Context: an optimization exercise on an open-source flow, tuned for small area and a short achievable clock period. The choices shown serve that exercise and are no tape-out recipe. RTL that was checked went through simulation tests only; none was proved equivalent to the original. For run 2, only the layout was checked, not whether the RTL still works. No activity file was given, so power comes from the tool's default toggle rates.

[config.mk]
export PLATFORM = sky130hd
export DESIGN_NAME = multi_channel_snooper
export DESIGN_NICKNAME = multi_channel_snooper
export VERILOG_FILES = /design/flow/design.v
export SDC_FILE = /design/flow/constraint.sdc
export NUM_CORES = 4
export LEC_CHECK = 0
export CAP_MARGIN = 20
export CORE_MARGIN = 2
export CORE_UTILIZATION = 40
export CTS_CLUSTER_DIAMETER = 120
export CTS_CLUSTER_SIZE = 24
export SLEW_MARGIN = 20
[constraint.sdc]
create_clock -name core_clock -period 14.0 [get_ports {clk}]
set_input_delay 2.8000 -clock core_clock [delete_from_list [all_inputs] [get_ports {clk}]]
set_output_delay 2.8000 -clock core_clock [all_outputs]
set_load 0.01 [all_outputs]
[design.v]
package snoop_pkg;
    typedef enum logic [1:0] {IDLE, MEASURE, REPORT} state_t;
    localparam int WORDS_PER_CH = 5;
endpackage
module snoop_channel
#(
    parameter int TKEEP_WIDTH = 64,
    parameter int CNT_WIDTH   = 20
) (
    input  logic                   clk,
    input  logic                   areset,
    input  logic                   clear,
    input  logic                   beat,
    input  logic                   last,
    input  logic [TKEEP_WIDTH-1:0] keep,
    output logic [CNT_WIDTH-1:0]   flits,
    output logic [CNT_WIDTH-1:0]   pkts,
    output logic [CNT_WIDTH-1:0]   byte_cnt,
    output logic [CNT_WIDTH-1:0]   min_size,
    output logic [CNT_WIDTH-1:0]   max_size,
    output logic                   has_pkt,
    output logic [CNT_WIDTH-1:0]   pkt_size,
    output logic                   pkt_size_valid
);
    localparam logic [CNT_WIDTH-1:0] ONES = '1;
    localparam int HW = CNT_WIDTH - 7;
    logic                 bd;        
    logic                 bl;        
    logic [6:0]          pr;        
    logic [6:0]          pr_d;
    logic [7:0]           acc_lo;
    logic [CNT_WIDTH-1:0] acc;
    logic [CNT_WIDTH-1:0] size_now;
    logic [7:0]           byte_lo;
    logic [HW-1:0]        acc_hi1;
    logic [HW-1:0]        byte_hi1;
    logic                 acc_sat;
    logic                 byte_sat;
    logic                 lt_min;
    logic                 gt_max;
    logic as1;
    logic ac2;
    logic as3;
    logic ac4;
    logic as5;
    logic ac6;
    logic as7;
    logic ac8;
    logic as9;
    logic ac10;
    logic as11;
    logic ac12;
    logic as13;
    logic ac14;
    logic as15;
    logic ac16;
    logic as17;
    logic ac18;
    logic as19;
    logic ac20;
    logic as21;
    logic ac22;
    logic as23;
    logic ac24;
    logic as25;
    logic ac26;
    logic as27;
    logic ac28;
    logic as29;
    logic ac30;
    logic as31;
    logic ac32;
    logic as33;
    logic ac34;
    logic as35;
    logic ac36;
    logic as37;
    logic ac38;
    logic as39;
    logic ac40;
    logic as41;
    logic ac42;
    logic as43;
    logic ac44;
    logic as45;
    logic ac46;
    logic as47;
    logic ac48;
    logic as49;
    logic ac50;
    logic as51;
    logic ac52;
    logic as53;
    logic ac54;
    logic as55;
    logic ac56;
    logic as57;
    logic ac58;
    logic as59;
    logic ac60;
    logic as61;
    logic ac62;
    logic as63;
    logic ac64;
    logic as65;
    logic ac66;
    logic as67;
    logic ac68;
    logic as69;
    logic ac70;
    logic as71;
    logic ac72;
    logic as73;
    logic ac74;
    logic as75;
    logic ac76;
    logic as77;
    logic ac78;
    logic as79;
    logic ac80;
    logic as81;
    logic ac82;
    logic as83;
    logic ac84;
    logic as85;
    logic ac86;
    logic as87;
    logic ac88;
    logic as89;
    logic ac90;
    logic as91;
    logic ac92;
    logic as93;
    logic ac94;
    logic as95;
    logic ac96;
    logic as97;
    logic ac98;
    logic as99;
    logic ac100;
    logic as101;
    logic ac102;
    logic as103;
    logic ac104;
    logic as105;
    logic ac106;
    logic ax107;
    logic as108;
    logic ac109;
    logic as110;
    logic ac111;
    logic as112;
    logic ac113;
    logic ax114;
    logic as115;
    logic ac116;
    logic ax117;
    logic bs118;
    logic bc119;
    logic bs120;
    logic bc121;
    logic bs122;
    logic bc123;
    logic bs124;
    logic bc125;
    logic bs126;
    logic bc127;
    logic bs128;
    logic bc129;
    logic bs130;
    logic bc131;
    logic brs132;
    logic brc133;
    logic brs134;
    logic brc135;
    logic brs136;
    logic brc137;
    logic brs138;
    logic brc139;
    logic brs140;
    logic brc141;
    logic brs142;
    logic brc143;
    logic brs144;
    logic brc145;
    logic ml146;
    logic ml147;
    logic ml148;
    logic ml149;
    logic ml150;
    logic ml151;
    logic ml152;
    logic ml153;
    logic ml154;
    logic ml155;
    logic ml156;
    logic ml157;
    logic ml158;
    logic ml159;
    logic ml160;
    logic ml161;
    logic ml162;
    logic ml163;
    logic ml164;
    logic ml165;
    logic nl166;
    logic nl167;
    logic nl168;
    logic nl169;
    logic nl170;
    logic nl171;
    logic nl172;
    logic nl173;
    logic nl174;
    logic nl175;
    logic nl176;
    logic nl177;
    logic nl178;
    logic nl179;
    logic nl180;
    logic nl181;
    logic nl182;
    logic nl183;
    logic nl184;
    logic nl185;
    assign as1 = ~(~keep[0] ^ keep[10] ^ keep[11]);
    assign ac2 = ~((~keep[0] & ~keep[10]) | (~keep[0] & ~keep[11]) | (~keep[10] & ~keep[11]));
    assign as3 = ~(~keep[12] ^ keep[13] ^ keep[14]);
    assign ac4 = ~((~keep[12] & ~keep[13]) | (~keep[12] & ~keep[14]) | (~keep[13] & ~keep[14]));
    assign as5 = ~(~keep[15] ^ keep[16] ^ keep[17]);
    assign ac6 = ~((~keep[15] & ~keep[16]) | (~keep[15] & ~keep[17]) | (~keep[16] & ~keep[17]));
    assign as7 = ~(~keep[18] ^ keep[19] ^ keep[1]);
    assign ac8 = ~((~keep[18] & ~keep[19]) | (~keep[18] & ~keep[1]) | (~keep[19] & ~keep[1]));
    assign as9 = ~(~keep[20] ^ keep[21] ^ keep[22]);
    assign ac10 = ~((~keep[20] & ~keep[21]) | (~keep[20] & ~keep[22]) | (~keep[21] & ~keep[22]));
    assign as11 = ~(~keep[23] ^ keep[24] ^ keep[25]);
    assign ac12 = ~((~keep[23] & ~keep[24]) | (~keep[23] & ~keep[25]) | (~keep[24] & ~keep[25]));
    assign as13 = ~(~keep[26] ^ keep[27] ^ keep[28]);
    assign ac14 = ~((~keep[26] & ~keep[27]) | (~keep[26] & ~keep[28]) | (~keep[27] & ~keep[28]));
    assign as15 = ~(~keep[29] ^ keep[2] ^ keep[30]);
    assign ac16 = ~((~keep[29] & ~keep[2]) | (~keep[29] & ~keep[30]) | (~keep[2] & ~keep[30]));
    assign as17 = ~(~keep[31] ^ keep[32] ^ keep[33]);
    assign ac18 = ~((~keep[31] & ~keep[32]) | (~keep[31] & ~keep[33]) | (~keep[32] & ~keep[33]));
    assign as19 = ~(~keep[34] ^ keep[35] ^ keep[36]);
    assign ac20 = ~((~keep[34] & ~keep[35]) | (~keep[34] & ~keep[36]) | (~keep[35] & ~keep[36]));
    assign as21 = ~(~keep[37] ^ keep[38] ^ keep[39]);
    assign ac22 = ~((~keep[37] & ~keep[38]) | (~keep[37] & ~keep[39]) | (~keep[38] & ~keep[39]));
    assign as23 = ~(~keep[3] ^ keep[40] ^ keep[41]);
    assign ac24 = ~((~keep[3] & ~keep[40]) | (~keep[3] & ~keep[41]) | (~keep[40] & ~keep[41]));
    assign as25 = ~(~keep[42] ^ keep[43] ^ keep[44]);
    assign ac26 = ~((~keep[42] & ~keep[43]) | (~keep[42] & ~keep[44]) | (~keep[43] & ~keep[44]));
    assign as27 = ~(~keep[45] ^ keep[46] ^ keep[47]);
    assign ac28 = ~((~keep[45] & ~keep[46]) | (~keep[45] & ~keep[47]) | (~keep[46] & ~keep[47]));
    assign as29 = ~(~keep[48] ^ keep[49] ^ keep[4]);
    assign ac30 = ~((~keep[48] & ~keep[49]) | (~keep[48] & ~keep[4]) | (~keep[49] & ~keep[4]));
    assign as31 = ~(~keep[50] ^ keep[51] ^ keep[52]);
    assign ac32 = ~((~keep[50] & ~keep[51]) | (~keep[50] & ~keep[52]) | (~keep[51] & ~keep[52]));
    assign as33 = ~(~keep[53] ^ keep[54] ^ keep[55]);
    assign ac34 = ~((~keep[53] & ~keep[54]) | (~keep[53] & ~keep[55]) | (~keep[54] & ~keep[55]));
    assign as35 = ~(~keep[56] ^ keep[57] ^ keep[58]);
    assign ac36 = ~((~keep[56] & ~keep[57]) | (~keep[56] & ~keep[58]) | (~keep[57] & ~keep[58]));
    assign as37 = ~(~keep[59] ^ keep[5] ^ keep[60]);
    assign ac38 = ~((~keep[59] & ~keep[5]) | (~keep[59] & ~keep[60]) | (~keep[5] & ~keep[60]));
    assign as39 = ~(~keep[61] ^ keep[62] ^ keep[63]);
    assign ac40 = ~((~keep[61] & ~keep[62]) | (~keep[61] & ~keep[63]) | (~keep[62] & ~keep[63]));
    assign as41 = ~(~keep[6] ^ keep[7] ^ keep[8]);
    assign ac42 = ~((~keep[6] & ~keep[7]) | (~keep[6] & ~keep[8]) | (~keep[7] & ~keep[8]));
    assign as43 = ~(~keep[9] ^ as1 ^ as11);
    assign ac44 = ~((~keep[9] & ~as1) | (~keep[9] & ~as11) | (~as1 & ~as11));
    assign as45 = ~(~as13 ^ as15 ^ as17);
    assign ac46 = ~((~as13 & ~as15) | (~as13 & ~as17) | (~as15 & ~as17));
    assign as47 = ~(~as19 ^ as21 ^ as23);
    assign ac48 = ~((~as19 & ~as21) | (~as19 & ~as23) | (~as21 & ~as23));
    assign as49 = ~(~as25 ^ as27 ^ as29);
    assign ac50 = ~((~as25 & ~as27) | (~as25 & ~as29) | (~as27 & ~as29));
    assign as51 = ~(~as3 ^ as31 ^ as33);
    assign ac52 = ~((~as3 & ~as31) | (~as3 & ~as33) | (~as31 & ~as33));
    assign as53 = ~(~as35 ^ as37 ^ as39);
    assign ac54 = ~((~as35 & ~as37) | (~as35 & ~as39) | (~as37 & ~as39));
    assign as55 = ~(~as41 ^ as5 ^ as7);
    assign ac56 = ~((~as41 & ~as5) | (~as41 & ~as7) | (~as5 & ~as7));
    assign as57 = ~(~as9 ^ as43 ^ as45);
    assign ac58 = ~((~as9 & ~as43) | (~as9 & ~as45) | (~as43 & ~as45));
    assign as59 = ~(~as47 ^ as49 ^ as51);
    assign ac60 = ~((~as47 & ~as49) | (~as47 & ~as51) | (~as49 & ~as51));
    assign as61 = ~(~as53 ^ as55 ^ as57);
    assign ac62 = ~((~as53 & ~as55) | (~as53 & ~as57) | (~as55 & ~as57));
    assign as63 = ~(~ac10 ^ ac12 ^ ac14);
    assign ac64 = ~((~ac10 & ~ac12) | (~ac10 & ~ac14) | (~ac12 & ~ac14));
    assign as65 = ~(~ac16 ^ ac18 ^ ac2);
    assign ac66 = ~((~ac16 & ~ac18) | (~ac16 & ~ac2) | (~ac18 & ~ac2));
    assign as67 = ~(~ac20 ^ ac22 ^ ac24);
    assign ac68 = ~((~ac20 & ~ac22) | (~ac20 & ~ac24) | (~ac22 & ~ac24));
    assign as69 = ~(~ac26 ^ ac28 ^ ac30);
    assign ac70 = ~((~ac26 & ~ac28) | (~ac26 & ~ac30) | (~ac28 & ~ac30));
    assign as71 = ~(~ac32 ^ ac34 ^ ac36);
    assign ac72 = ~((~ac32 & ~ac34) | (~ac32 & ~ac36) | (~ac34 & ~ac36));
    assign as73 = ~(~ac38 ^ ac4 ^ ac40);
    assign ac74 = ~((~ac38 & ~ac4) | (~ac38 & ~ac40) | (~ac4 & ~ac40));
    assign as75 = ~(~ac42 ^ ac6 ^ ac8);
    assign ac76 = ~((~ac42 & ~ac6) | (~ac42 & ~ac8) | (~ac6 & ~ac8));
    assign as77 = ~(~ac44 ^ ac46 ^ ac48);
    assign ac78 = ~((~ac44 & ~ac46) | (~ac44 & ~ac48) | (~ac46 & ~ac48));
    assign as79 = ~(~ac50 ^ ac52 ^ ac54);
    assign ac80 = ~((~ac50 & ~ac52) | (~ac50 & ~ac54) | (~ac52 & ~ac54));
    assign as81 = ~(~ac56 ^ as63 ^ as65);
    assign ac82 = ~((~ac56 & ~as63) | (~ac56 & ~as65) | (~as63 & ~as65));
    assign as83 = ~(~as67 ^ as69 ^ as71);
    assign ac84 = ~((~as67 & ~as69) | (~as67 & ~as71) | (~as69 & ~as71));
    assign as85 = ~(~as73 ^ as75 ^ ac58);
    assign ac86 = ~((~as73 & ~as75) | (~as73 & ~ac58) | (~as75 & ~ac58));
    assign as87 = ~(~ac60 ^ as77 ^ as79);
    assign ac88 = ~((~ac60 & ~as77) | (~ac60 & ~as79) | (~as77 & ~as79));
    assign as89 = ~(~as81 ^ as83 ^ ac62);
    assign ac90 = ~((~as81 & ~as83) | (~as81 & ~ac62) | (~as83 & ~ac62));
    assign as91 = ~(~as85 ^ as87 ^ as89);
    assign ac92 = ~((~as85 & ~as87) | (~as85 & ~as89) | (~as87 & ~as89));
    assign as93 = ~(~ac64 ^ ac66 ^ ac68);
    assign ac94 = ~((~ac64 & ~ac66) | (~ac64 & ~ac68) | (~ac66 & ~ac68));
    assign as95 = ~(~ac70 ^ ac72 ^ ac74);
    assign ac96 = ~((~ac70 & ~ac72) | (~ac70 & ~ac74) | (~ac72 & ~ac74));
    assign as97 = ~(~ac76 ^ ac78 ^ ac80);
    assign ac98 = ~((~ac76 & ~ac78) | (~ac76 & ~ac80) | (~ac78 & ~ac80));
    assign as99 = ~(~ac82 ^ ac84 ^ as93);
    assign ac100 = ~((~ac82 & ~ac84) | (~ac82 & ~as93) | (~ac84 & ~as93));
    assign as101 = ~(~as95 ^ ac86 ^ ac88);
    assign ac102 = ~((~as95 & ~ac86) | (~as95 & ~ac88) | (~ac86 & ~ac88));
    assign as103 = ~(~as97 ^ as99 ^ ac90);
    assign ac104 = ~((~as97 & ~as99) | (~as97 & ~ac90) | (~as99 & ~ac90));
    assign ax107 = as101 ^ ac92;
    assign as105 = ax107 ^ as103;
    assign ac106 = ax107 ? as103 : as101;
    assign as108 = ~(~ac94 ^ ac96 ^ ac100);
    assign ac109 = ~((~ac94 & ~ac96) | (~ac94 & ~ac100) | (~ac96 & ~ac100));
    assign as110 = ~(~ac98 ^ ac102 ^ as108);
    assign ac111 = ~((~ac98 & ~ac102) | (~ac98 & ~as108) | (~ac102 & ~as108));
    assign ax114 = ac104 ^ as110;
    assign as112 = ax114 ^ ac106;
    assign ac113 = ax114 ? ac106 : ac104;
    assign ax117 = ac109 ^ ac111;
    assign as115 = ax117 ^ ac113;
    assign ac116 = ax117 ? ac113 : ac109;
    assign acc_lo = {1'b0, acc[6:0]} + {1'b0, 1'b0, pr[6], pr[5], pr[4], pr[3], pr[2], pr[0]} + {1'b0, 1'b0, 1'b0, 1'b0, 1'b0, 1'b0, 1'b0, pr[1]};
    assign bs118 = ~(~byte_cnt[0] ^ pr[0] ^ pr[1]);
    assign bc119 = ~((~byte_cnt[0] & ~pr[0]) | (~byte_cnt[0] & ~pr[1]) | (~pr[0] & ~pr[1]));
    assign bs120 = ~(~byte_cnt[1] ^ pr[2] ^ bc119);
    assign bc121 = ~((~byte_cnt[1] & ~pr[2]) | (~byte_cnt[1] & ~bc119) | (~pr[2] & ~bc119));
    assign bs122 = ~(~byte_cnt[2] ^ pr[3] ^ bc121);
    assign bc123 = ~((~byte_cnt[2] & ~pr[3]) | (~byte_cnt[2] & ~bc121) | (~pr[3] & ~bc121));
    assign bs124 = ~(~byte_cnt[3] ^ pr[4] ^ bc123);
    assign bc125 = ~((~byte_cnt[3] & ~pr[4]) | (~byte_cnt[3] & ~bc123) | (~pr[4] & ~bc123));
    assign bs126 = ~(~byte_cnt[4] ^ pr[5] ^ bc125);
    assign bc127 = ~((~byte_cnt[4] & ~pr[5]) | (~byte_cnt[4] & ~bc125) | (~pr[5] & ~bc125));
    assign bs128 = ~(~byte_cnt[5] ^ pr[6] ^ bc127);
    assign bc129 = ~((~byte_cnt[5] & ~pr[6]) | (~byte_cnt[5] & ~bc127) | (~pr[6] & ~bc127));
    assign bs130 = bs118 ^ 1'b0;
    assign bc131 = bs118 & 1'b0;
    assign byte_lo[0] = bs130;
    assign brs132 = ~(~bs120 ^ 1'b0 ^ bc131);
    assign brc133 = ~((~bs120 & ~1'b0) | (~bs120 & ~bc131) | (~1'b0 & ~bc131));
    assign byte_lo[1] = brs132;
    assign brs134 = ~(~bs122 ^ 1'b0 ^ brc133);
    assign brc135 = ~((~bs122 & ~1'b0) | (~bs122 & ~brc133) | (~1'b0 & ~brc133));
    assign byte_lo[2] = brs134;
    assign brs136 = ~(~bs124 ^ 1'b0 ^ brc135);
    assign brc137 = ~((~bs124 & ~1'b0) | (~bs124 & ~brc135) | (~1'b0 & ~brc135));
    assign byte_lo[3] = brs136;
    assign brs138 = ~(~bs126 ^ 1'b0 ^ brc137);
    assign brc139 = ~((~bs126 & ~1'b0) | (~bs126 & ~brc137) | (~1'b0 & ~brc137));
    assign byte_lo[4] = brs138;
    assign brs140 = ~(~bs128 ^ 1'b0 ^ brc139);
    assign brc141 = ~((~bs128 & ~1'b0) | (~bs128 & ~brc139) | (~1'b0 & ~brc139));
    assign byte_lo[5] = brs140;
    assign brs142 = ~(~byte_cnt[6] ^ bc129 ^ brc141);
    assign brc143 = ~((~byte_cnt[6] & ~bc129) | (~byte_cnt[6] & ~brc141) | (~bc129 & ~brc141));
    assign byte_lo[6] = brs142;
    assign brs144 = ~(~1'b0 ^ 1'b0 ^ brc143);
    assign brc145 = ~((~1'b0 & ~1'b0) | (~1'b0 & ~brc143) | (~1'b0 & ~brc143));
    assign byte_lo[7] = brs144;
    assign ml146 = (size_now[0] == min_size[0]) ? 1'b0 : min_size[0];
    assign ml147 = (size_now[1] == min_size[1]) ? ml146 : min_size[1];
    assign ml148 = (size_now[2] == min_size[2]) ? ml147 : min_size[2];
    assign ml149 = (size_now[3] == min_size[3]) ? ml148 : min_size[3];
    assign ml150 = (size_now[4] == min_size[4]) ? ml149 : min_size[4];
    assign ml151 = (size_now[5] == min_size[5]) ? ml150 : min_size[5];
    assign ml152 = (size_now[6] == min_size[6]) ? ml151 : min_size[6];
    assign ml153 = (size_now[7] == min_size[7]) ? ml152 : min_size[7];
    assign ml154 = (size_now[8] == min_size[8]) ? ml153 : min_size[8];
    assign ml155 = (size_now[9] == min_size[9]) ? ml154 : min_size[9];
    assign ml156 = (size_now[10] == min_size[10]) ? ml155 : min_size[10];
    assign ml157 = (size_now[11] == min_size[11]) ? ml156 : min_size[11];
    assign ml158 = (size_now[12] == min_size[12]) ? ml157 : min_size[12];
    assign ml159 = (size_now[13] == min_size[13]) ? ml158 : min_size[13];
    assign ml160 = (size_now[14] == min_size[14]) ? ml159 : min_size[14];
    assign ml161 = (size_now[15] == min_size[15]) ? ml160 : min_size[15];
    assign ml162 = (size_now[16] == min_size[16]) ? ml161 : min_size[16];
    assign ml163 = (size_now[17] == min_size[17]) ? ml162 : min_size[17];
    assign ml164 = (size_now[18] == min_size[18]) ? ml163 : min_size[18];
    assign ml165 = (size_now[19] == min_size[19]) ? ml164 : min_size[19];
    assign nl166 = (max_size[0] == size_now[0]) ? 1'b0 : size_now[0];
    assign nl167 = (max_size[1] == size_now[1]) ? nl166 : size_now[1];
    assign nl168 = (max_size[2] == size_now[2]) ? nl167 : size_now[2];
    assign nl169 = (max_size[3] == size_now[3]) ? nl168 : size_now[3];
    assign nl170 = (max_size[4] == size_now[4]) ? nl169 : size_now[4];
    assign nl171 = (max_size[5] == size_now[5]) ? nl170 : size_now[5];
    assign nl172 = (max_size[6] == size_now[6]) ? nl171 : size_now[6];
    assign nl173 = (max_size[7] == size_now[7]) ? nl172 : size_now[7];
    assign nl174 = (max_size[8] == size_now[8]) ? nl173 : size_now[8];
    assign nl175 = (max_size[9] == size_now[9]) ? nl174 : size_now[9];
    assign nl176 = (max_size[10] == size_now[10]) ? nl175 : size_now[10];
    assign nl177 = (max_size[11] == size_now[11]) ? nl176 : size_now[11];
    assign nl178 = (max_size[12] == size_now[12]) ? nl177 : size_now[12];
    assign nl179 = (max_size[13] == size_now[13]) ? nl178 : size_now[13];
    assign nl180 = (max_size[14] == size_now[14]) ? nl179 : size_now[14];
    assign nl181 = (max_size[15] == size_now[15]) ? nl180 : size_now[15];
    assign nl182 = (max_size[16] == size_now[16]) ? nl181 : size_now[16];
    assign nl183 = (max_size[17] == size_now[17]) ? nl182 : size_now[17];
    assign nl184 = (max_size[18] == size_now[18]) ? nl183 : size_now[18];
    assign nl185 = (max_size[19] == size_now[19]) ? nl184 : size_now[19];
    assign lt_min = ml165;
    assign gt_max = nl185;
    assign pr_d = {7{beat}} & {ac116, as115, as112, as105, as91, as61, as59};
    always_ff @(posedge clk or posedge areset) begin
        if (areset) begin
            bd <= 1'b0;
            bl <= 1'b0;
        end else begin
            bd <= beat;
            bl <= beat & last;
        end
    end
    always_ff @(posedge clk) pr <= pr_d;
    assign acc_hi1  = acc[CNT_WIDTH-1:7] + 1'b1;
    assign acc_sat  = acc_lo[7] & (&acc[CNT_WIDTH-1:7]);
    assign size_now = acc_sat ? ONES :
                      {(acc_lo[7] ? acc_hi1 : acc[CNT_WIDTH-1:7]), acc_lo[6:0]};
    assign byte_hi1 = byte_cnt[CNT_WIDTH-1:7] + 1'b1;
    assign byte_sat = byte_lo[7] & (&byte_cnt[CNT_WIDTH-1:7]);
    always_ff @(posedge clk) begin
        if (clear) begin
            flits    <= '0;
            pkts     <= '0;
            byte_cnt <= '0;
            acc      <= '0;
            has_pkt  <= 1'b0;
        end else begin
            if (bd && flits != ONES) flits <= flits + 1'b1;
            if (bl && pkts != ONES)  pkts  <= pkts + 1'b1;
            byte_cnt <= byte_sat ? ONES :
                        {(byte_lo[7] ? byte_hi1 : byte_cnt[CNT_WIDTH-1:7]), byte_lo[6:0]};
            acc      <= bl ? '0 : size_now;
            if (bl) has_pkt <= 1'b1;
        end
    end
    always_ff @(posedge clk) begin
        if (bl && (!has_pkt || lt_min)) min_size <= size_now;
        if (bl && (!has_pkt || gt_max)) max_size <= size_now;
    end
    assign pkt_size       = size_now;
    assign pkt_size_valid = bl;
endmodule
module multi_channel_snooper
#(
    parameter int NUM_CH      = 4,
    parameter int TDATA_WIDTH = 512,
    parameter int TKEEP_WIDTH = TDATA_WIDTH / 8,
    parameter int CNT_WIDTH   = 20
) (
    input  logic                          clk,
    input  logic                          areset,
    input  logic [NUM_CH*TKEEP_WIDTH-1:0] mon_TKEEP,
    input  logic [NUM_CH-1:0]             mon_TVALID,
    input  logic [NUM_CH-1:0]             mon_TREADY,
    input  logic [NUM_CH-1:0]             mon_TLAST,
    input  logic [NUM_CH-1:0]             ch_enable,
    input  logic                          measure,
    output logic [63:0]                   report_TDATA,
    output logic [7:0]                    report_TKEEP,
    output logic                          report_TVALID,
    input  logic                          report_TREADY,
    output logic                          report_TLAST,
    output logic                          busy,
    output logic [NUM_CH*CNT_WIDTH-1:0]   pkt_size,
    output logic [NUM_CH-1:0]             pkt_size_valid,
    output logic                          measure_sync_out
);
    localparam int NUM_WORDS = 1 + snoop_pkg::WORDS_PER_CH * NUM_CH;
    localparam int IDX_W     = $clog2(NUM_WORDS);
    localparam logic [CNT_WIDTH-1:0] ONES = '1;
    snoop_pkg::state_t    state;
    logic                 clear;
    logic                 in_measure;
    logic [NUM_CH-1:0]    beat;
    logic [IDX_W-1:0]     idx;
    logic [IDX_W-1:0]     nidx;
    logic                 at_last;
    logic                 next_word;
    logic [CNT_WIDTH-1:0] word;
    logic [CNT_WIDTH-1:0] cyc_data;
    logic [CNT_WIDTH-1:0] flits    [NUM_CH];
    logic [CNT_WIDTH-1:0] pkts     [NUM_CH];
    logic [CNT_WIDTH-1:0] byte_cnt [NUM_CH];
    logic [CNT_WIDTH-1:0] min_size [NUM_CH];
    logic [CNT_WIDTH-1:0] max_size [NUM_CH];
    logic [NUM_CH-1:0]    has_pkt;
    assign in_measure = (state == snoop_pkg::MEASURE);
    assign clear      = (state == snoop_pkg::IDLE) && measure;
    assign busy       = (state != snoop_pkg::IDLE);
    assign beat       = {NUM_CH{in_measure}} & mon_TVALID & mon_TREADY & ch_enable;
    assign at_last    = (idx == IDX_W'(NUM_WORDS - 1));
    assign next_word  = report_TVALID && report_TREADY;
    always_ff @(posedge clk or posedge areset) begin
        if (areset) begin
            state         <= snoop_pkg::IDLE;
            report_TVALID <= 1'b0;
        end else begin
            case (state)
                snoop_pkg::IDLE:    if (measure) state <= snoop_pkg::MEASURE;
                snoop_pkg::MEASURE: if (!measure) state <= snoop_pkg::REPORT;
                snoop_pkg::REPORT: begin
                    if (!report_TVALID) report_TVALID <= 1'b1;
                    else if (report_TREADY && at_last) begin
                        report_TVALID <= 1'b0;
                        state         <= snoop_pkg::IDLE;
                    end
                end
                default: state <= snoop_pkg::IDLE;
            endcase
        end
    end
    assign nidx = idx + 1'b1;
    always_ff @(posedge clk) begin
        if (!report_TVALID) idx <= '0;
        else if (report_TREADY) idx <= nidx;
    end
    always_ff @(posedge clk) begin
        if (clear)                               cyc_data <= '0;
        else if (in_measure && cyc_data != ONES) cyc_data <= cyc_data + 1'b1;
        else if (next_word)                      cyc_data <= word;
    end
    always_ff @(posedge clk or posedge areset) begin
        if (areset) measure_sync_out <= 1'b0;
        else        measure_sync_out <= measure;
    end
    for (genvar c = 0; c < NUM_CH; c++) begin : g_ch
        snoop_channel #(
            .TKEEP_WIDTH(TKEEP_WIDTH),
            .CNT_WIDTH  (CNT_WIDTH)
        ) u_ch (
            .clk           (clk),
            .areset        (areset),
            .clear         (clear),
            .beat          (beat[c]),
            .last          (mon_TLAST[c]),
            .keep          (mon_TKEEP[c*TKEEP_WIDTH +: TKEEP_WIDTH]),
            .flits         (flits[c]),
            .pkts          (pkts[c]),
            .byte_cnt      (byte_cnt[c]),
            .min_size      (min_size[c]),
            .max_size      (max_size[c]),
            .has_pkt       (has_pkt[c]),
            .pkt_size      (pkt_size[c*CNT_WIDTH +: CNT_WIDTH]),
            .pkt_size_valid(pkt_size_valid[c])
        );
    end
    logic [CNT_WIDTH-1:0] words [1:NUM_WORDS-1];
    logic [NUM_WORDS-1:1] sel;
    always_comb begin
        for (int k = 1; k < NUM_WORDS; k++) sel[k] = (nidx == IDX_W'(k));
        for (int c = 0; c < NUM_CH; c++) begin
            words[1 + c*5] = flits[c];
            words[2 + c*5] = pkts[c];
            words[3 + c*5] = byte_cnt[c];
            words[4 + c*5] = min_size[c];
            words[5 + c*5] = max_size[c];
            sel[4 + c*5]   = sel[4 + c*5] & has_pkt[c];
            sel[5 + c*5]   = sel[5 + c*5] & has_pkt[c];
        end
        word = '0;
        for (int k = 1; k < NUM_WORDS; k++)
            word = word | (words[k] & {CNT_WIDTH{sel[k]}});
    end
    assign report_TDATA = 64'(cyc_data);
    assign report_TKEEP = {8{report_TVALID}};
    assign report_TLAST = report_TVALID & at_last;
endmodule
[run.sh]
#!/bin/bash
# synth_recipe.tcl (not shown) runs the flow's synth.tcl, then flattens the netlist and writes it again
# the make line also repeats each setting of config.mk as NAME=value (left out here)
make -C /OpenROAD-flow-scripts/flow DESIGN_CONFIG=/design/flow/config.mk WORK_HOME=/design/flow/orfs CLKGATE_MAP_FILE= SYNTH_SCRIPT=/design/flow/synth_recipe.tcl finish
==> results by group, run 1 <==
Synthesis
  – Post-synthesis cell area: 32900 sq um
  – Cells after synthesis: 3378
  – Cell taking the most area after synthesis: dfxtp_1
  – Synth Area in Compound Gates: between 10% and 20%
  – Commonest cells post-synth: 405 x nor2_1, 377 x dfxtp_1, 248 x fa_1
  – Async S/R FF share, synth: 2.19%
  – Most used DFF post-synth: dfxtp_1
  – Seq cells post-synth: 549
  – Most frequent cell after synthesis: nor2_1
  – Largest family of logic cells by synthesized area: adder cells
  – Yosys top cell area share: a little under a quarter
  – Number of distinct library cells after synthesis: 94
  – Syn. warnings: 9
  – Synth area leaders: dfxtp_1 23%, fa_1 15%, edfxtp_1 15%
  – Mux share of post-synthesis cell area: 0.990%
  – Post-synth EDFFs: 160
  – Post-synthesis sequential area ratio: about two fifths
  – Synth Area per Inst: 9.73 sq um
  – Fraction of the mapped netlist area in adder cells: 17.9%
  – Simple-gate area share of the yosys netlist: 15.9%
  – Xor/xnor share of the synthesized area: 6.16%

Global routing
  – Busiest layer in global routing: met2
  – GR Util met2: 42.1%
  – Largest net degree at the start of global routing: roughly 140
  – Grt total ovfl: 0
  – First-pass GRT wire length: 166000 microns
  – Total GRT Usage: 25.9%
  – Initial antenna violation count: 2
  – GR Util met3: 3.54%
  – Met1 usage: 35.6%
  – Vias in the first global route: 25856

Clock network
  – H-tree levels: 1
  – Clock latency (worst-skew pair): about 0.62 ns
  – CTS tree: done
  – Max Root-Sink Buffers: 3
  – Count of clock tree sinks: 549
  – Hold-fix buffers at CTS: 0
  – Root buf cell: clkbuf_16
  – Post-CTS sizing: 0
  – Post-CTS Setup Bufs: 0
  – Reg clk slew, reported paths: 0.10 ns
  – Clock buffer count from CTS: 26

Run
  – Max cap viols: 0

STA
  – Post-Route Skew: 0.0210 ns
  – Rel. slew slack: between 20% and 30%
  – Worst Max-Slew Pin Slew: 1.13 ns
  – Slew Limit Fails: 0
  – Hold Slack: 0.507 ns
  – Final min period: 7.32 ns
  – Final-report hold violation count: 0
  – Setup violation total in the final timing report: 0
  – FMAX: between 100 and 150 MHz
  – Period utilization: 52.3%
  – Unrepaired setup endpoints after global routing: false
  – Setup TNS: 0 ns

Worst setup path
  – CP Launch Point: g_ch[2].u_ch.pr[0]
  – Arr. time, crit path: 4.52 ns
  – Worst-path cell chain: inv_1 > fa_1 > nor2b_1 > o21ai_1 > a21boi_1 > o211ai_2 > a211oi_1 > a31oi_1 > a21oi_1 > clkdlybuf4s50_1
  – Crit. path cell count: 10
  – Kind of critical path: reg -> out
  – FF-to-FF End: g_ch[2].u_ch.min_size[11]
  – Setup crit end: pkt_size[57]
  – Worst-path maximum fanout: 9
  – Worst path bufs/invs: 2
  – Worst R2R Setup Slack: 8.80 ns
  – Reg2reg start: g_ch[2].u_ch.pr[0]
  – CP delay by family, top: compound AO/OA/AOI/OAI gates
  – Critical path's slowest cell: clkdlybuf4s50_1
  – CP peak stage delay: around 0.7 ns
  – CP Capture Type: output port
  – CP required: 11.20 ns
  – Critical path launch point type: flip-flop
  – Worst reg2reg path depth: 15

Place
  – Hpwl dp: 89900 microns
  – Buffers on Ports: between 300 and 400
  – Placer congestion estimate: 0.979

Finish
  – Sequential Area: 12700 sq um
  – Number of fill cells: 7851
  – Multi-input gate area: between 15000 and 20000 sq um
  – Fraction of final layout cells with drive strength greater than 1: under 10%
  – Final net count: 4288
  – Area Growth Syn to Fin: 17.4%

Floorplanning
  – Die area: about 84000 sq um
  – Initial Utilization: 40.2%
  – Die X: 291 microns
  – Placeable core area: 81700 sq um
  – Ports: 436
  – Cell row count: 105
  – Die Ht: 291 microns

Routing
  – Pre-Repair DR Iteration Count: 6
  – Average vias per placed instance: 5.67
  – DR iter-0 viols: 3124
  – WL final: 112000 microns
  – DRC errors left: 0
  – DRT antenna net count: 0
  – DR vias: 27232
  – WL per Instance: ~23 microns

Power and ir drop
  – Pwr Density: 128 nW/um^2
  – Static Leak: between 10 and 15 nW
  – IR drop worst, VDD: 146 uV

Run status
  – Run status: finished clean

Worst hold path
  – Tightest Hold Check Type: reg -> reg
-- where the power goes --
part / leakage, nW / internal [mW] / switching, mW / total [mW]
Clock: 0.358 / 0.367 / 0.534 / 0.901
Combinational: 9.66 / 0.991 / 1.17 / 2.16
Sequential: 4.68 / 1.75 / 0.124 / 1.88
Total: 14.7 / 3.11 / 1.83 / 4.94
-- worst min-delay path by stage --
stage,start,end,slack (ns),cells past startpoint
final,g_ch[2].u_ch.acc[17],g_ch[2].u_ch.acc[17],0.51,1
after global routing,g_ch[0].u_ch.pkts[1],g_ch[0].u_ch.pkts[1],0.54,2
after CTS,g_ch[2].u_ch.acc[17],g_ch[2].u_ch.acc[17],0.50,1
after detailed placement,g_ch[2].u_ch.acc[17],g_ch[2].u_ch.acc[17],0.48,1
after global placement,g_ch[2].u_ch.acc[17],g_ch[2].u_ch.acc[17],0.49,1
after floorplan,state[1],state[0],0.45,1
-- sequential cells by signal, indices dropped and copies added, names as in the netlist --
register            cells
g_ch.u_ch.acc          80
g_ch.u_ch.bl            4
g_ch.u_ch.min_size     80
state                   2
g_ch.u_ch.max_size     80
idx                     5
g_ch.u_ch.flits        80
measure_sync_out        1
g_ch.u_ch.bd            4
report_TVALID           1
cyc_data               20
g_ch.u_ch.pkts         80
g_ch.u_ch.has_pkt       4
g_ch.u_ch.pr           28
g_ch.u_ch.byte_cnt     80
-- cell type report --
class                           count  area share (%)
Multi-Input combinational cell   2465            48.4
Sequential cell                   549            32.8
Timing Repair Buffer              431            11.0
Tap cell                         1070            3.47
Inverter                          245            2.38
Clock buffer                       43            1.93
Antenna cell                        1         0.00649
-- through the flow --
step | utilization [%] | setup slack, ns | area (sq um) | std cells | total power [mW]
global placement | 46.3 | 7.00 | 37800 | 4757 | 4.06
floorplan | - | 7.61 | 33000 | 3421 | 3.42
detailed placement | 46.3 | 6.96 | 37800 | 4758 | 4.09
global route | 47.2 | 6.48 | 38600 | 4803 | 5.30
CTS | 47.2 | 6.70 | 38600 | 4801 | 4.98
finish | 47.2 | 6.68 | 38600 | 4804 | 4.94
-- kinds of logic after synthesis --
group / after synthesis
adder cells (fa/ha/maj): 329
buffers and inverters: 407
AND/OR/NAND/NOR: 1109
flip-flops: 549
multiplexers: 32
AO/OA/AOI/OAI: 720
other: 1
XOR/XNOR: 231
-- cell usage in the layout (no fill, tap or decap), drive strengths merged, types with 72 or more instances in the layout --
cell type and n:
edfxtp 160, fa 248, nand2 218, clkdlybuf4s50 391, a21oi 211, dfxtp 377, nand3 127, xor2 129
inv 245, nor2 405, nand4 79, xnor2 102, a22oi 72, o21ai 117
-- layer usage --
metal	up-vias	share of wire [%]
li1	12528	-
met1	13389	42
met2	1143	47
met3	170	7.7
met4	2	4.0
met5	-	0.0080
-- worst register-to-register path, cell delays in order, from the launching register on --
cell and delay (ns):
dfxtp_1 0.48, inv_1 0.10, fa_1 0.43, nor2b_1 0.13
o21ai_1 0.09, a21boi_1 0.29, o211ai_2 0.28, a211oi_1 0.63
mux2i_1 0.59, a222oi_1 0.21, a21boi_1 0.19, a221oi_1 0.26
nand2_1 0.09, o221a_1 0.27, a211oi_4 0.62, buf_6 0.26
==> run 2, diff against run 1 <==
--- a/design.v
+++ b/design.v
@@ -131,21 +131,21 @@
     logic as91;
     logic ac92;
-    logic as93;
-    logic ac94;
-    logic as95;
-    logic ac96;
-    logic as97;
-    logic ac98;
-    logic as99;
-    logic ac100;
-    logic as101;
-    logic ac102;
-    logic as103;
-    logic ac104;
-    logic as105;
-    logic ac106;
-    logic ax107;
-    logic as108;
-    logic ac109;
+    logic ax93;
+    logic as94;
+    logic ac95;
+    logic as96;
+    logic ac97;
+    logic as98;
+    logic ac99;
+    logic as100;
+    logic ac101;
+    logic as102;
+    logic ac103;
+    logic as104;
+    logic ac105;
+    logic ax106;
+    logic as107;
+    logic ac108;
+    logic ax109;
     logic as110;
     logic ac111;
@@ -156,22 +156,22 @@
     logic ac116;
     logic ax117;
-    logic bs118;
-    logic bc119;
-    logic bs120;
-    logic bc121;
-    logic bs122;
-    logic bc123;
-    logic bs124;
-    logic bc125;
-    logic bs126;
-    logic bc127;
-    logic bs128;
-    logic bc129;
-    logic bs130;
-    logic bc131;
-    logic brs132;
-    logic brc133;
-    logic brs134;
-    logic brc135;
+    logic as118;
+    logic ac119;
+    logic ax120;
+    logic bs121;
+    logic bc122;
+    logic bs123;
+    logic bc124;
+    logic bs125;
+    logic bc126;
+    logic bs127;
+    logic bc128;
+    logic bs129;
+    logic bc130;
+    logic bs131;
+    logic bc132;
+    logic bx133;
+    logic bs134;
+    logic bc135;
     logic brs136;
     logic brc137;
@@ -184,8 +184,8 @@
     logic brs144;
     logic brc145;
-    logic ml146;
-    logic ml147;
-    logic ml148;
-    logic ml149;
+    logic brs146;
+    logic brc147;
+    logic brs148;
+    logic brc149;
     logic ml150;
     logic ml151;
@@ -204,8 +204,8 @@
     logic ml164;
     logic ml165;
-    logic nl166;
-    logic nl167;
-    logic nl168;
-    logic nl169;
+    logic ml166;
+    logic ml167;
+    logic ml168;
+    logic ml169;
     logic nl170;
     logic nl171;
@@ -224,4 +224,8 @@
     logic nl184;
     logic nl185;
+    logic nl186;
+    logic nl187;
+    logic nl188;
+    logic nl189;
     assign as1 = ~(~keep[0] ^ keep[10] ^ keep[11]);
     assign ac2 = ~((~keep[0] & ~keep[10]) | (~keep[0] & ~keep[11]) | (~keep[10] & ~keep[11]));
@@ -314,111 +318,115 @@
     assign as89 = ~(~as81 ^ as83 ^ ac62);
     assign ac90 = ~((~as81 & ~as83) | (~as81 & ~ac62) | (~as83 & ~ac62));
-    assign as91 = ~(~as85 ^ as87 ^ as89);
-    assign ac92 = ~((~as85 & ~as87) | (~as85 & ~as89) | (~as87 & ~as89));
-    assign as93 = ~(~ac64 ^ ac66 ^ ac68);
-    assign ac94 = ~((~ac64 & ~ac66) | (~ac64 & ~ac68) | (~ac66 & ~ac68));
-    assign as95 = ~(~ac70 ^ ac72 ^ ac74);
-    assign ac96 = ~((~ac70 & ~ac72) | (~ac70 & ~ac74) | (~ac72 & ~ac74));
-    assign as97 = ~(~ac76 ^ ac78 ^ ac80);
-    assign ac98 = ~((~ac76 & ~ac78) | (~ac76 & ~ac80) | (~ac78 & ~ac80));
-    assign as99 = ~(~ac82 ^ ac84 ^ as93);
-    assign ac100 = ~((~ac82 & ~ac84) | (~ac82 & ~as93) | (~ac84 & ~as93));
-    assign as101 = ~(~as95 ^ ac86 ^ ac88);
-    assign ac102 = ~((~as95 & ~ac86) | (~as95 & ~ac88) | (~ac86 & ~ac88));
-    assign as103 = ~(~as97 ^ as99 ^ ac90);
-    assign ac104 = ~((~as97 & ~as99) | (~as97 & ~ac90) | (~as99 & ~ac90));
-    assign ax107 = as101 ^ ac92;
-    assign as105 = ax107 ^ as103;
-    assign ac106 = ax107 ? as103 : as101;
-    assign as108 = ~(~ac94 ^ ac96 ^ ac100);
-    assign ac109 = ~((~ac94 & ~ac96) | (~ac94 & ~ac100) | (~ac96 & ~ac100));
-    assign as110 = ~(~ac98 ^ ac102 ^ as108);
-    assign ac111 = ~((~ac98 & ~ac102) | (~ac98 & ~as108) | (~ac102 & ~as108));
-    assign ax114 = ac104 ^ as110;
-    assign as112 = ax114 ^ ac106;
-    assign ac113 = ax114 ? ac106 : ac104;
-    assign ax117 = ac109 ^ ac111;
-    assign as115 = ax117 ^ ac113;
-    assign ac116 = ax117 ? ac113 : ac109;
+    assign ax93 = as85 ^ as87;
+    assign as91 = ax93 ^ as89;
+    assign ac92 = ax93 ? as89 : as85;
+    assign as94 = ~(~ac64 ^ ac66 ^ ac68);
+    assign ac95 = ~((~ac64 & ~ac66) | (~ac64 & ~ac68) | (~ac66 & ~ac68));
+    assign as96 = ~(~ac70 ^ ac72 ^ ac74);
+    assign ac97 = ~((~ac70 & ~ac72) | (~ac70 & ~ac74) | (~ac72 & ~ac74));
+    assign as98 = ~(~ac76 ^ ac78 ^ ac80);
+    assign ac99 = ~((~ac76 & ~ac78) | (~ac76 & ~ac80) | (~ac78 & ~ac80));
+    assign as100 = ~(~ac82 ^ ac84 ^ as94);
+    assign ac101 = ~((~ac82 & ~ac84) | (~ac82 & ~as94) | (~ac84 & ~as94));
+    assign as102 = ~(~as96 ^ ac86 ^ ac88);
+    assign ac103 = ~((~as96 & ~ac86) | (~as96 & ~ac88) | (~ac86 & ~ac88));
+    assign ax106 = as100 ^ as98;
+    assign as104 = ax106 ^ ac90;
+    assign ac105 = ax106 ? ac90 : as100;
+    assign ax109 = as102 ^ ac92;
+    assign as107 = ax109 ^ as104;
+    assign ac108 = ax109 ? as104 : as102;
+    assign as110 = ~(~ac95 ^ ac97 ^ ac101);
+    assign ac111 = ~((~ac95 & ~ac97) | (~ac95 & ~ac101) | (~ac97 & ~ac101));
+    assign ax114 = ac99 ^ ac103;
+    assign as112 = ax114 ^ as110;
+    assign ac113 = ax114 ? as110 : ac99;
+    assign ax117 = ac105 ^ as112;
+    assign as115 = ax117 ^ ac108;
+    assign ac116 = ax117 ? ac108 : ac105;
+    assign ax120 = ac111 ^ ac113;
+    assign as118 = ax120 ^ ac116;
+    assign ac119 = ax120 ? ac116 : ac111;
     assign acc_lo = {1'b0, acc[6:0]} + {1'b0, 1'b0, pr[6], pr[5], pr[4], pr[3], pr[2], pr[0]} + {1'b0, 1'b0, 1'b0, 1'b0, 1'b0, 1'b0, 1'b0, pr[1]};
-    assign bs118 = ~(~byte_cnt[0] ^ pr[0] ^ pr[1]);
-    assign bc119 = ~((~byte_cnt[0] & ~pr[0]) | (~byte_cnt[0] & ~pr[1]) | (~pr[0] & ~pr[1]));
-    assign bs120 = ~(~byte_cnt[1] ^ pr[2] ^ bc119);
-    assign bc121 = ~((~byte_cnt[1] & ~pr[2]) | (~byte_cnt[1] & ~bc119) | (~pr[2] & ~bc119));
-    assign bs122 = ~(~byte_cnt[2] ^ pr[3] ^ bc121);
-    assign bc123 = ~((~byte_cnt[2] & ~pr[3]) | (~byte_cnt[2] & ~bc121) | (~pr[3] & ~bc121));
-    assign bs124 = ~(~byte_cnt[3] ^ pr[4] ^ bc123);
-    assign bc125 = ~((~byte_cnt[3] & ~pr[4]) | (~byte_cnt[3] & ~bc123) | (~pr[4] & ~bc123));
-    assign bs126 = ~(~byte_cnt[4] ^ pr[5] ^ bc125);
-    assign bc127 = ~((~byte_cnt[4] & ~pr[5]) | (~byte_cnt[4] & ~bc125) | (~pr[5] & ~bc125));
-    assign bs128 = ~(~byte_cnt[5] ^ pr[6] ^ bc127);
-    assign bc129 = ~((~byte_cnt[5] & ~pr[6]) | (~byte_cnt[5] & ~bc127) | (~pr[6] & ~bc127));
-    assign bs130 = bs118 ^ 1'b0;
-    assign bc131 = bs118 & 1'b0;
-    assign byte_lo[0] = bs130;
-    assign brs132 = ~(~bs120 ^ 1'b0 ^ bc131);
-    assign brc133 = ~((~bs120 & ~1'b0) | (~bs120 & ~bc131) | (~1'b0 & ~bc131));
-    assign byte_lo[1] = brs132;
-    assign brs134 = ~(~bs122 ^ 1'b0 ^ brc133);
-    assign brc135 = ~((~bs122 & ~1'b0) | (~bs122 & ~brc133) | (~1'b0 & ~brc133));
-    assign byte_lo[2] = brs134;
-    assign brs136 = ~(~bs124 ^ 1'b0 ^ brc135);
-    assign brc137 = ~((~bs124 & ~1'b0) | (~bs124 & ~brc135) | (~1'b0 & ~brc135));
-    assign byte_lo[3] = brs136;
-    assign brs138 = ~(~bs126 ^ 1'b0 ^ brc137);
-    assign brc139 = ~((~bs126 & ~1'b0) | (~bs126 & ~brc137) | (~1'b0 & ~brc137));
-    assign byte_lo[4] = brs138;
-    assign brs140 = ~(~bs128 ^ 1'b0 ^ brc139);
-    assign brc141 = ~((~bs128 & ~1'b0) | (~bs128 & ~brc139) | (~1'b0 & ~brc139));
-    assign byte_lo[5] = brs140;
-    assign brs142 = ~(~byte_cnt[6] ^ bc129 ^ brc141);
-    assign brc143 = ~((~byte_cnt[6] & ~bc129) | (~byte_cnt[6] & ~brc141) | (~bc129 & ~brc141));
-    assign byte_lo[6] = brs142;
-    assign brs144 = ~(~1'b0 ^ 1'b0 ^ brc143);
-    assign brc145 = ~((~1'b0 & ~1'b0) | (~1'b0 & ~brc143) | (~1'b0 & ~brc143));
-    assign byte_lo[7] = brs144;
-    assign ml146 = (size_now[0] == min_size[0]) ? 1'b0 : min_size[0];
-    assign ml147 = (size_now[1] == min_size[1]) ? ml146 : min_size[1];
-    assign ml148 = (size_now[2] == min_size[2]) ? ml147 : min_size[2];
-    assign ml149 = (size_now[3] == min_size[3]) ? ml148 : min_size[3];
-    assign ml150 = (size_now[4] == min_size[4]) ? ml149 : min_size[4];
-    assign ml151 = (size_now[5] == min_size[5]) ? ml150 : min_size[5];
-    assign ml152 = (size_now[6] == min_size[6]) ? ml151 : min_size[6];
-    assign ml153 = (size_now[7] == min_size[7]) ? ml152 : min_size[7];
-    assign ml154 = (size_now[8] == min_size[8]) ? ml153 : min_size[8];
-    assign ml155 = (size_now[9] == min_size[9]) ? ml154 : min_size[9];
-    assign ml156 = (size_now[10] == min_size[10]) ? ml155 : min_size[10];
-    assign ml157 = (size_now[11] == min_size[11]) ? ml156 : min_size[11];
-    assign ml158 = (size_now[12] == min_size[12]) ? ml157 : min_size[12];
-    assign ml159 = (size_now[13] == min_size[13]) ? ml158 : min_size[13];
-    assign ml160 = (size_now[14] == min_size[14]) ? ml159 : min_size[14];
-    assign ml161 = (size_now[15] == min_size[15]) ? ml160 : min_size[15];
-    assign ml162 = (size_now[16] == min_size[16]) ? ml161 : min_size[16];
-    assign ml163 = (size_now[17] == min_size[17]) ? ml162 : min_size[17];
-    assign ml164 = (size_now[18] == min_size[18]) ? ml163 : min_size[18];
-    assign ml165 = (size_now[19] == min_size[19]) ? ml164 : min_size[19];
-    assign nl166 = (max_size[0] == size_now[0]) ? 1'b0 : size_now[0];
-    assign nl167 = (max_size[1] == size_now[1]) ? nl166 : size_now[1];
-    assign nl168 = (max_size[2] == size_now[2]) ? nl167 : size_now[2];
-    assign nl169 = (max_size[3] == size_now[3]) ? nl168 : size_now[3];
-    assign nl170 = (max_size[4] == size_now[4]) ? nl169 : size_now[4];
-    assign nl171 = (max_size[5] == size_now[5]) ? nl170 : size_now[5];
-    assign nl172 = (max_size[6] == size_now[6]) ? nl171 : size_now[6];
-    assign nl173 = (max_size[7] == size_now[7]) ? nl172 : size_now[7];
-    assign nl174 = (max_size[8] == size_now[8]) ? nl173 : size_now[8];
-    assign nl175 = (max_size[9] == size_now[9]) ? nl174 : size_now[9];
-    assign nl176 = (max_size[10] == size_now[10]) ? nl175 : size_now[10];
-    assign nl177 = (max_size[11] == size_now[11]) ? nl176 : size_now[11];
-    assign nl178 = (max_size[12] == size_now[12]) ? nl177 : size_now[12];
-    assign nl179 = (max_size[13] == size_now[13]) ? nl178 : size_now[13];
-    assign nl180 = (max_size[14] == size_now[14]) ? nl179 : size_now[14];
-    assign nl181 = (max_size[15] == size_now[15]) ? nl180 : size_now[15];
-    assign nl182 = (max_size[16] == size_now[16]) ? nl181 : size_now[16];
-    assign nl183 = (max_size[17] == size_now[17]) ? nl182 : size_now[17];
-    assign nl184 = (max_size[18] == size_now[18]) ? nl183 : size_now[18];
-    assign nl185 = (max_size[19] == size_now[19]) ? nl184 : size_now[19];
-    assign lt_min = ml165;
-    assign gt_max = nl185;
-    assign pr_d = {7{beat}} & {ac116, as115, as112, as105, as91, as61, as59};
+    assign bs121 = ~(~byte_cnt[0] ^ pr[0] ^ pr[1]);
+    assign bc122 = ~((~byte_cnt[0] & ~pr[0]) | (~byte_cnt[0] & ~pr[1]) | (~pr[0] & ~pr[1]));
+    assign bs123 = ~(~byte_cnt[1] ^ pr[2] ^ bc122);
+    assign bc124 = ~((~byte_cnt[1] & ~pr[2]) | (~byte_cnt[1] & ~bc122) | (~pr[2] & ~bc122));
+    assign bs125 = ~(~byte_cnt[2] ^ pr[3] ^ bc124);
+    assign bc126 = ~((~byte_cnt[2] & ~pr[3]) | (~byte_cnt[2] & ~bc124) | (~pr[3] & ~bc124));
+    assign bs127 = ~(~byte_cnt[3] ^ pr[4] ^ bc126);
+    assign bc128 = ~((~byte_cnt[3] & ~pr[4]) | (~byte_cnt[3] & ~bc126) | (~pr[4] & ~bc126));
+    assign bs129 = ~(~byte_cnt[4] ^ pr[5] ^ bc128);
+    assign bc130 = ~((~byte_cnt[4] & ~pr[5]) | (~byte_cnt[4] & ~bc128) | (~pr[5] & ~bc128));
+    assign bx133 = byte_cnt[5] ^ pr[6];
+    assign bs131 = bx133 ^ bc130;
+    assign bc132 = bx133 ? bc130 : byte_cnt[5];
+    assign bs134 = bs121 ^ 1'b0;
+    assign bc135 = bs121 & 1'b0;
+    assign byte_lo[0] = bs134;
+    assign brs136 = ~(~bs123 ^ 1'b0 ^ bc135);
+    assign brc137 = ~((~bs123 & ~1'b0) | (~bs123 & ~bc135) | (~1'b0 & ~bc135));
+    assign byte_lo[1] = brs136;
+    assign brs138 = ~(~bs125 ^ 1'b0 ^ brc137);
+    assign brc139 = ~((~bs125 & ~1'b0) | (~bs125 & ~brc137) | (~1'b0 & ~brc137));
+    assign byte_lo[2] = brs138;
+    assign brs140 = ~(~bs127 ^ 1'b0 ^ brc139);
+    assign brc141 = ~((~bs127 & ~1'b0) | (~bs127 & ~brc139) | (~1'b0 & ~brc139));
+    assign byte_lo[3] = brs140;
+    assign brs142 = ~(~bs129 ^ 1'b0 ^ brc141);
+    assign brc143 = ~((~bs129 & ~1'b0) | (~bs129 & ~brc141) | (~1'b0 & ~brc141));
+    assign byte_lo[4] = brs142;
+    assign brs144 = ~(~bs131 ^ 1'b0 ^ brc143);
+    assign brc145 = ~((~bs131 & ~1'b0) | (~bs131 & ~brc143) | (~1'b0 & ~brc143));
+    assign byte_lo[5] = brs144;
+    assign brs146 = ~(~byte_cnt[6] ^ bc132 ^ brc145);
+    assign brc147 = ~((~byte_cnt[6] & ~bc132) | (~byte_cnt[6] & ~brc145) | (~bc132 & ~brc145));
+    assign byte_lo[6] = brs146;
+    assign brs148 = ~(~1'b0 ^ 1'b0 ^ brc147);
+    assign brc149 = ~((~1'b0 & ~1'b0) | (~1'b0 & ~brc147) | (~1'b0 & ~brc147));
+    assign byte_lo[7] = brs148;
+    assign ml150 = (size_now[0] == min_size[0]) ? 1'b0 : min_size[0];
+    assign ml151 = (size_now[1] == min_size[1]) ? ml150 : min_size[1];
+    assign ml152 = (size_now[2] == min_size[2]) ? ml151 : min_size[2];
+    assign ml153 = (size_now[3] == min_size[3]) ? ml152 : min_size[3];
+    assign ml154 = (size_now[4] == min_size[4]) ? ml153 : min_size[4];
+    assign ml155 = (size_now[5] == min_size[5]) ? ml154 : min_size[5];
+    assign ml156 = (size_now[6] == min_size[6]) ? ml155 : min_size[6];
+    assign ml157 = (size_now[7] == min_size[7]) ? ml156 : min_size[7];
+    assign ml158 = (size_now[8] == min_size[8]) ? ml157 : min_size[8];
+    assign ml159 = (size_now[9] == min_size[9]) ? ml158 : min_size[9];
+    assign ml160 = (size_now[10] == min_size[10]) ? ml159 : min_size[10];
+    assign ml161 = (size_now[11] == min_size[11]) ? ml160 : min_size[11];
+    assign ml162 = (size_now[12] == min_size[12]) ? ml161 : min_size[12];
+    assign ml163 = (size_now[13] == min_size[13]) ? ml162 : min_size[13];
+    assign ml164 = (size_now[14] == min_size[14]) ? ml163 : min_size[14];
+    assign ml165 = (size_now[15] == min_size[15]) ? ml164 : min_size[15];
+    assign ml166 = (size_now[16] == min_size[16]) ? ml165 : min_size[16];
+    assign ml167 = (size_now[17] == min_size[17]) ? ml166 : min_size[17];
+    assign ml168 = (size_now[18] == min_size[18]) ? ml167 : min_size[18];
+    assign ml169 = (size_now[19] == min_size[19]) ? ml168 : min_size[19];
+    assign nl170 = (max_size[0] == size_now[0]) ? 1'b0 : size_now[0];
+    assign nl171 = (max_size[1] == size_now[1]) ? nl170 : size_now[1];
+    assign nl172 = (max_size[2] == size_now[2]) ? nl171 : size_now[2];
+    assign nl173 = (max_size[3] == size_now[3]) ? nl172 : size_now[3];
+    assign nl174 = (max_size[4] == size_now[4]) ? nl173 : size_now[4];
+    assign nl175 = (max_size[5] == size_now[5]) ? nl174 : size_now[5];
+    assign nl176 = (max_size[6] == size_now[6]) ? nl175 : size_now[6];
+    assign nl177 = (max_size[7] == size_now[7]) ? nl176 : size_now[7];
+    assign nl178 = (max_size[8] == size_now[8]) ? nl177 : size_now[8];
+    assign nl179 = (max_size[9] == size_now[9]) ? nl178 : size_now[9];
+    assign nl180 = (max_size[10] == size_now[10]) ? nl179 : size_now[10];
+    assign nl181 = (max_size[11] == size_now[11]) ? nl180 : size_now[11];
+    assign nl182 = (max_size[12] == size_now[12]) ? nl181 : size_now[12];
+    assign nl183 = (max_size[13] == size_now[13]) ? nl182 : size_now[13];
+    assign nl184 = (max_size[14] == size_now[14]) ? nl183 : size_now[14];
+    assign nl185 = (max_size[15] == size_now[15]) ? nl184 : size_now[15];
+    assign nl186 = (max_size[16] == size_now[16]) ? nl185 : size_now[16];
+    assign nl187 = (max_size[17] == size_now[17]) ? nl186 : size_now[17];
+    assign nl188 = (max_size[18] == size_now[18]) ? nl187 : size_now[18];
+    assign nl189 = (max_size[19] == size_now[19]) ? nl188 : size_now[19];
+    assign lt_min = ml169;
+    assign gt_max = nl189;
+    assign pr_d = {7{beat}} & {ac119, as118, as115, as107, as91, as61, as59};
     always_ff @(posedge clk or posedge areset) begin
         if (areset) begin
==> flow/run.sh (new file) <==
#!/bin/bash
# Layout flow: the standard layout (standard synthesis unchanged), with the port buffers
# made from a small buffer instead of the resizer's default delay cell, timing repair aiming
# for a setup slack of 8 ns at the design's clock, and a leaner clock tree. Every tool's
# output goes to a log file in this folder; ORFS keeps its per-step logs under orfs/logs/.
set -euo pipefail
bash standard.sh synth > synth.log 2>&1
bash standard.sh "BUFFER_PORTS_ARGS=-buffer_cell sky130_fd_sc_hd__buf_1" SETUP_SLACK_MARGIN=8.15 \
    "CTS_ARGS=-sink_clustering_enable -repair_clock_nets -dont_use_dummy_load -sink_clustering_size 24 -sink_clustering_max_diameter 120" finish > layout.log 2>&1
==> standard.sh (new file) <==
#!/bin/bash
# synth_recipe.tcl (not shown) runs the flow's synth.tcl, then flattens the netlist and writes it again
# the make line also repeats each setting of config.mk as NAME=value (left out here)
make -C /OpenROAD-flow-scripts/flow DESIGN_CONFIG=/design/flow/config.mk WORK_HOME=/design/flow/orfs CLKGATE_MAP_FILE= SYNTH_SCRIPT=/design/flow/synth_recipe.tcl "${@:-finish}"
--- a/config.mk
+++ b/config.mk
@@ -9,5 +9,3 @@
 export CORE_MARGIN = 2
 export CORE_UTILIZATION = 40
-export CTS_CLUSTER_DIAMETER = 120
-export CTS_CLUSTER_SIZE = 24
 export SLEW_MARGIN = 20
removed: run.sh
==> run 2 against run 1 <==
Via count is 3.5% higher. Synthesized area increased by 1.1%. First-iteration DRC count is 6.1% lower. Flip-flop and latch count is the same. Worst hold slack gained 0.014 ns. Cell area down 0.76%. Critical endpoint is now g_ch[2].u_ch.pr[4]. Clock-buffer cell count is 17 lower. Still clean. Die area rose by 1.1%.
==> results by group, run 2 <==
Run status
  – Run status: finished clean

Finish
  – Commonest non-fill, non-tap cell in the layout: nor2_1
  – Number of fill cells: 7814
  – Multi-input gate area: 20000 sq um
  – Fraction of final layout cells with drive strength greater than 1: 11.7%
  – Antenna cell count: 0
  – Layout Cell Area excl Fill: roughly 38000 sq um
  – Sequential Area: 12700 sq um
  – Area Growth Syn to Fin: 15.2%
  – Most frequent cells in the layout: 393 x nor2_1, 362 x dfxtp_1, 354 x buf_1, 226 x inv_1, 220 x nand2_1
  – Finished Layout Cells: 4969
  – Final net count: 4455

Routing
  – DR vias: around 28000
  – Pre-Repair DR Iteration Count: 7
  – DRC errors left: 0
  – WL final: 113000 microns
  – WL per Instance: 22.7 microns
  – DRT antenna net count: 0
  – Average vias per placed instance: roughly 5.7
  – DR iter-0 viols: 2934

Worst setup path
  – Critical path launch point type: primary input
  – CP peak stage delay: about 0.54 ns
  – Worst-path cell chain: buf_6 > fa_1 > fa_1 > fa_1 > inv_2 > fa_2 > inv_2 > fa_1 > maj3_2 > or2_4 > nand2_1 > nand2_2 > a22oi_2 > o221ai_2 > a21oi_2 > xnor2_1 > nor2_1
  – Most used cell, CP: fa_1
  – Worst-path maximum fanout: 3
  – CP required: 14.45 ns
  – CP Capture Type: flip-flop
  – Worst path bufs/invs: 3
  – Worst R2R Setup Slack: about 9.0 ns
  – FF-to-FF End: g_ch[3].u_ch.byte_cnt[1]
  – Worst reg2reg path depth: 13
  – Arr. time, crit path: 6.68 ns
  – Critical path's slowest cell: fa_1
  – Kind of critical path: in -> reg
  – Reg2reg start: g_ch[3].u_ch.byte_cnt[0]
  – CP delay by family, top: adder cells

STA
  – Setup violation total in the final timing report: 0
  – Slew Limit Fails: 0
  – Period utilization: about 44%
  – Final min period: ~6.2 ns
  – Rel. slew slack: between 20% and 30%
  – Unrepaired setup endpoints after global routing: true
  – Setup TNS: 0 ns
  – FMAX: roughly 160 MHz
  – Final-report hold violation count: 0
  – Worst Max-Slew Pin Slew: 1.10 ns
  – Post-Route Skew: between 0.02 and 0.03 ns

Worst hold path
  – Min-Delay Startpoint: g_ch[3].u_ch.pkts[13]
  – Hold Path End: g_ch[3].u_ch.pkts[13]
  – Hold path cells: 2
  – Tightest Hold Check Type: reg -> reg

Floorplanning
  – Die X: slightly below 300 microns
  – Die Ht: 292 microns
  – Ports: 436
  – Die area: 85400 sq um
  – Initial Utilization: between 40% and 50%
  – Cell row count: 105
  – Placeable core area: 82100 sq um

Synthesis
  – Most frequent cell after synthesis: nor2_1
  – Post-synth EDFFs: 160
  – Post-synthesis sequential area ratio: between 30% and 40%
  – Async S/R FF share, synth: 2.19%
  – Yosys top cell area share: 22.7%
  – Number of distinct library cells after synthesis: 89
  – Seq cells post-synth: about 550
  – Most used DFF post-synth: dfxtp_1
  – Synth area leaders: dfxtp_1 23%, edfxtp_1 14%, fa_1 14%
  – Cell taking the most area after synthesis: dfxtp_1
  – Post-synthesis cell area: approximately 33000 sq um
  – Syn. warnings: 9
  – Synth Area per Inst: around 9.6 sq um
  – Commonest cells post-synth: 409 x nor2_1, 377 x dfxtp_1, 249 x inv_1
  – Cells after synthesis: 3472

Global routing
  – Grt total ovfl: 0
  – Vias in the first global route: between 20000 and 30000
  – Initial antenna violation count: 1
  – First-pass GRT wire length: 166000 microns
  – Total GRT Usage: 25.6%
  – Largest net degree at the start of global routing: 70

Place
  – Hpwl dp: 88900 microns
  – Buffers on Ports: between 300 and 400
  – Placement Cell Area: 35800 sq um
  – Placer congestion estimate: roughly 0.95
  – Inst Count DP: slightly below 5000

Clock network
  – Max Root-Sink Buffers: 3
  – CTS tree: done
  – Root buf cell: clkbuf_16
  – Clock latency (worst-skew pair): 0.61 ns
  – Count of clock tree sinks: 549
  – H-tree levels: 1
  – Reg clk slew, reported paths: 0.10 ns
  – Hold-fix buffers at CTS: 0
  – Clock buffer count from CTS: 26

Power and ir drop
  – Sw Share: between 40% and 50%
  – Register share of total power: 33.5%
  – Switch Pwr: ~2.3 mW
  – IR drop worst, VDD: about 120 uV
  – Pwr Density: approximately 150 nW/um^2
  – Combinational power share: about half
  – Clock power share: 14.9%
  – Power Internal: about 3.5 mW
  – Static Leak: approximately 14 nW

Run
  – Max cap viols: 0
run 2: changes by cell type after synthesis, moves of 15 or more:
cell	change
fa_1	-16
a222oi_1	-35
a22o_1	+19
and3_1	-21
a21oi_1	-21
nand4_1	+15
a22oi_1	+29
o21ai_0	+22
a221oi_1	+15
o22ai_1	+22
o21ai_1	-22
run 2: how the worst max path moves through the flow:
stage	startpoint	endpoint	slack, ns	cells after the start
after global routing	mon_TKEEP[31]	g_ch[0].u_ch.pr[4]	7.65	17
after CTS	mon_TKEEP[153]	g_ch[2].u_ch.pr[4]	7.83	17
after global placement	mon_TKEEP[90]	g_ch[1].u_ch.pr[4]	7.19	17
final	mon_TKEEP[154]	g_ch[2].u_ch.pr[4]	7.77	17
after floorplan	mon_TKEEP[33]	g_ch[0].u_ch.pr[4]	7.42	16
after detailed placement	mon_TKEEP[161]	g_ch[2].u_ch.pr[4]	7.10	17
run 2: what timing repair did:
action,in CTS,in global routing
setup endpoints to repair,80,81
pin swaps,61,75
gates cloned,1,0
setup buffers,49,47
resized for setup,153,146
run 2: layer usage:
| layer | global-route usage (%) | part of all wire, % |
|---|---|---|
| met1 | 34.4 | 42 |
| met2 | 41.6 | 46 |
| met3 | 4.51 | 8.3 |
| met4 | 8.65 | 3.9 |
| met5 | 0 | 0 |
run 2: stage by stage:
stage	utilization (%)	power, mW	setup WS [ns]	hold slack (ns)
CTS	45.5	5.57	7.83	0.515
floorplan	-	3.88	7.42	0.459
detailed placement	43.5	4.53	7.10	0.492
global route	46.6	6.16	7.65	0.548
global placement	43.5	4.49	7.19	0.479
finish	46.6	5.76	7.77	0.521
run 2: power groups by stage:
stage / registers, mW / logic (mW) / clock network [mW]
after floorplan: 1.90 / 1.99 / 0
after global placement: 1.96 / 2.53 / 0
after detailed placement: 1.96 / 2.57 / 0
after CTS: 1.92 / 2.77 / 0.872
after global routing: 1.94 / 3.30 / 0.918
final: 1.93 / 2.98 / 0.857
run 2: tightest hold or removal path, stage by stage (launching register included):
cell and delay, ns:
dfxtp_1 0.35, o21ai_0 0.08, a21oi_1 0.06
run 2: area by class of cell:
class                           instances  share of cell area [%]
Clock buffer                           26                    1.70
Inverter                              249                    2.45
Multi-Input combinational cell       2549                    52.2
Sequential cell                       549                    33.1
Tap cell                             1070                    3.50
Timing Repair Buffer                  526                    6.99
run 2: cells by family (layout without fill, tap and decap cells):
kind of cell               after synthesis  count (layout)  share of synthesized area (%)
other                                    1              44                         0.0113
DFF                                    549             549                           38.1
adders and majority gates              315             315                           16.8
xor gates and xnor gates               238             238                           6.27
muxes                                   30              30                          0.908
and+or+nand+nor                       1140            1140                           16.2
buffers and inverters                  417             801                           5.37
AOI/OAI and AO/OA                      782             782                           16.4

-- static timing again, ports no longer ideal --
The flow's constraints put no driver on any port. The routed layouts listed below were extracted and timed again, unchanged, in two steps.
Step 1: set_driving_cell puts a clkbuf_16 on clk and a buf_2 on each other input, an assumption about the parent block.
Step 2 moves the port delays by t, midway between the first and last clock arrival at a register: inputs arrive t later, outputs are due t later. That takes back most of the time a late clock gives input paths.
Slacks: ideal ports / drivers / drivers and shift; pairs: ideal ports / drivers.
run	t (ns)	setup slack, ns	slew at the worst register clock pin (ns)	worst slew at a driven data input, ns
run 1	0.683	6.683 / 6.611 / 7.005	0.11 / 0.11	0.07
run 2	0.649	7.770 / 7.782 / 7.134	0.11 / 0.11	0.08
After both steps every run listed still meets setup and hold. The setup slack of run 2, which loses most, moves by +0.012 ns with the drivers and by -0.636 ns with both steps.
